Source: an optimization exercise on an open RTL-to-GDS flow (aim: a short achievable clock period and few clock cycles). Production flows keep margins and buffers that such runs may drop. Function was checked by simulation only, so behaviour that the tests miss may differ from the original. No activity file was given, so power comes from the tool's default toggle rates.

alpha:
==> flow/design.v (excerpt) <==
module vm16_top (
    input  logic        clk,
    input  logic        reset,
    input  logic        prog_we,
    input  logic [5:0]  prog_addr,
    input  logic [15:0] prog_data,
    input  logic        run,
    output logic        halted,
    output logic        wb_valid,
    output logic [2:0]  wb_index,
    output logic [15:0] wb_data
);
Size: roughly 4000 flip-flops, about 47 I/O pins, about 140000 um2 of cells after synthesis.
clock: 11.0 ns
lec_check: 0
cap_margin: 20
core_margin: 2
core_utilization: 40
cts_cluster_diameter: 100
cts_cluster_size: 30
slew_margin: 20
standard.sh (not shown) runs the stock make flow with config.mk's settings and CLKGATE_MAP_FILE= SYNTH_SCRIPT=/design/flow/synth_recipe.tcl, a recipe that flattens the netlist after the stock synthesis.
==> flow/flow/run.sh <==
#!/bin/bash
# Standard ORFS layout, with two changes:
#  - timing repair aims well past the clock period (SETUP_SLACK_MARGIN), so the
#    resizer keeps working on the critical paths;
#  - after placement, the flip-flop that drives each output port's buffer is
#    moved next to that buffer (flow/outflops.tcl) and the placement legalised.
set -euo pipefail
MARGIN=8
RES=orfs/results/$FLOW_PLATFORM/vm16_top/base
bash standard.sh SETUP_SLACK_MARGIN=$MARGIN place > std_place.log 2>&1
PLACE_ODB=$RES/3_place.odb openroad -no_init -exit flow/outflops.tcl > outflops.log 2>&1
bash standard.sh SETUP_SLACK_MARGIN=$MARGIN finish > std_finish.log 2>&1
==> flow/flow/outflops.tcl <==
# Move the flip-flop that drives each output port's buffer next to that
# buffer, then legalise. Reads and writes the placed design in place.
set db_file $::env(PLACE_ODB)
read_db $db_file
set block [ord::get_db_block]
set moved 0
foreach bterm [$block getBTerms] {
  if {[$bterm getIoType] ne "OUTPUT"} { continue }
  set net [$bterm getNet]
  set buf ""
  foreach it [$net getITerms] {
    if {[$it isOutputSignal]} { set buf [$it getInst] }
  }
  if {$buf eq ""} { continue }
  # the buffer's input net and its driver
  set drv ""
  foreach it [$buf getITerms] {
    if {[$it isInputSignal]} {
      set n2 [$it getNet]
      foreach it2 [$n2 getITerms] {
        if {[$it2 isOutputSignal]} { set drv [$it2 getInst] }
      }
    }
  }
  if {$drv eq ""} { continue }
  set master [[$drv getMaster] getName]
  if {![string match "*df*" $master]} {
    puts "skip [$bterm getName]: driver [$drv getName] is $master"
    continue
  }
  set loc [$buf getLocation]
  set bx [lindex $loc 0]; set by [lindex $loc 1]
  # toward the die centre by a few microns
  set die [$block getDieArea]
  set cx [expr {([$die xMin] + [$die xMax]) / 2}]
  set cy [expr {([$die yMin] + [$die yMax]) / 2}]
  set dx [expr {$cx > $bx ? 4000 : -4000}]
  set dy [expr {$cy > $by ? 2720 : -2720}]
  $drv setLocation [expr {$bx + $dx}] [expr {$by + $dy}]
  incr moved
  puts "moved [$drv getName] ($master) next to [$buf getName] for [$bterm getName]"
}
puts "moved $moved flip-flops"
detailed_placement
check_placement -verbose
write_db $db_file
Per the final summary, alpha finished and its layout is clean on timing, DRC and antenna.
Testbench counts of alpha, summed over its fixed seeds: cycles 47,880.
--- input diff alpha..beta ---
# alpha
export LEC_CHECK = 0
export CAP_MARGIN = 20
export CORE_MARGIN = 2
export CORE_UTILIZATION = 40
export CTS_CLUSTER_DIAMETER = 100
export CTS_CLUSTER_SIZE = 30
export SLEW_MARGIN = 20
create_clock -name core_clock -period 11.0 [get_ports {clk}]
# beta
export LEC_CHECK = 0
export CAP_MARGIN = 20
export CORE_MARGIN = 2
export CORE_UTILIZATION = 65
export CTS_CLUSTER_DIAMETER = 100
export CTS_CLUSTER_SIZE = 25
export SLEW_MARGIN = 20
create_clock -name core_clock -period 11.0 [get_ports {clk}]
==> run notes <==
- Diff alpha..beta | area of the multi-input gates | negligible
- Wire length down 2.4% in beta wrt alpha
- Cmp beta vs alpha: transition time of the tightest slew-check pin higher in beta
- Diff alpha -> beta | internal power | up slightly
- beta vs. alpha: clock distribution area overhead in the final layout now larger, finished layout cell area fell 1.3%.
Setup changes, beta to gamma
# beta
export LEC_CHECK = 0
export CAP_MARGIN = 20
export CORE_MARGIN = 2
export CORE_UTILIZATION = 65
export CTS_CLUSTER_DIAMETER = 100
export CTS_CLUSTER_SIZE = 25
export SLEW_MARGIN = 20
create_clock -name core_clock -period 11.0 [get_ports {clk}]
# gamma
export LEC_CHECK = 0
export CAP_MARGIN = 20
export CORE_MARGIN = 2
export CORE_UTILIZATION = 65
export SLEW_MARGIN = 20
create_clock -name core_clock -period 11.0 [get_ports {clk}]
==> flow/flow/run.sh <==
#!/bin/bash
# Standard ORFS layout, with three changes:
#  - timing repair aims well past the clock period (SETUP_SLACK_MARGIN), so the
#    resizer keeps working on the critical paths;
#  - after placement, the flip-flop that drives each output port's buffer is
#    moved next to that buffer (flow/outflops.tcl) and the placement legalised;
#  - the clock tree is built with a finer wire unit and larger sink clusters,
#    which gives a shallower tree (lower insertion delay for every register).
set -euo pipefail
MARGIN=8
CTS="-sink_clustering_enable -repair_clock_nets -sink_clustering_size 20 -sink_clustering_max_diameter 60 -wire_unit 5"
RES=orfs/results/$FLOW_PLATFORM/vm16_top/base
bash standard.sh SETUP_SLACK_MARGIN=$MARGIN place > std_place.log 2>&1
PLACE_ODB=$RES/3_place.odb openroad -no_init -exit flow/outflops.tcl > outflops.log 2>&1
bash standard.sh SETUP_SLACK_MARGIN=$MARGIN "CTS_ARGS=$CTS" finish > std_finish.log 2>&1
Findings:
A cell with the largest stage delay on the worst path of dfxtp_4 is what beta shows, while dfxtp_2 belongs to gamma.
Number of resized instances in the post-cts repair step in gamma vs beta: up 3
Going from beta to gamma, total global-route track usage grew by 0.30 points; timing-limited maximum frequency grew by 0.0042 GHz.
Fraction of layout instances using a drive strength above 1 ends up higher on gamma.
gamma: area growth from synthesis to final layout 1.1 points above beta

-- separate check: timing with driven ports --
How much do the figures lean on ideal ports? The routed layouts below were timed once more, with nothing changed but the port constraints. Step 1: set_driving_cell puts a clkbuf_16 on clk and a buf_2 on each other input, an assumption about the parent block. Step 2 also shifts input and output timing later by t, the mid clock arrival at the registers, as if the neighbouring blocks saw the same clock. Three values: no drivers, after step 1, after step 2; two values: the first two.
run | shift t [ns] | setup slack, ns | worst data-port slew with drivers (ns)
alpha | 1.030 | 7.346 / 7.238 / 7.169 | 0.06
beta | 0.992 | 7.426 / 7.328 / 7.134 | 0.04
gamma | 0.903 | 7.479 / 7.381 / 7.358 | 0.04
After both steps every run listed still meets setup and hold. The setup slack of beta, which loses most, moves by -0.098 ns with the drivers and by -0.292 ns with both steps.
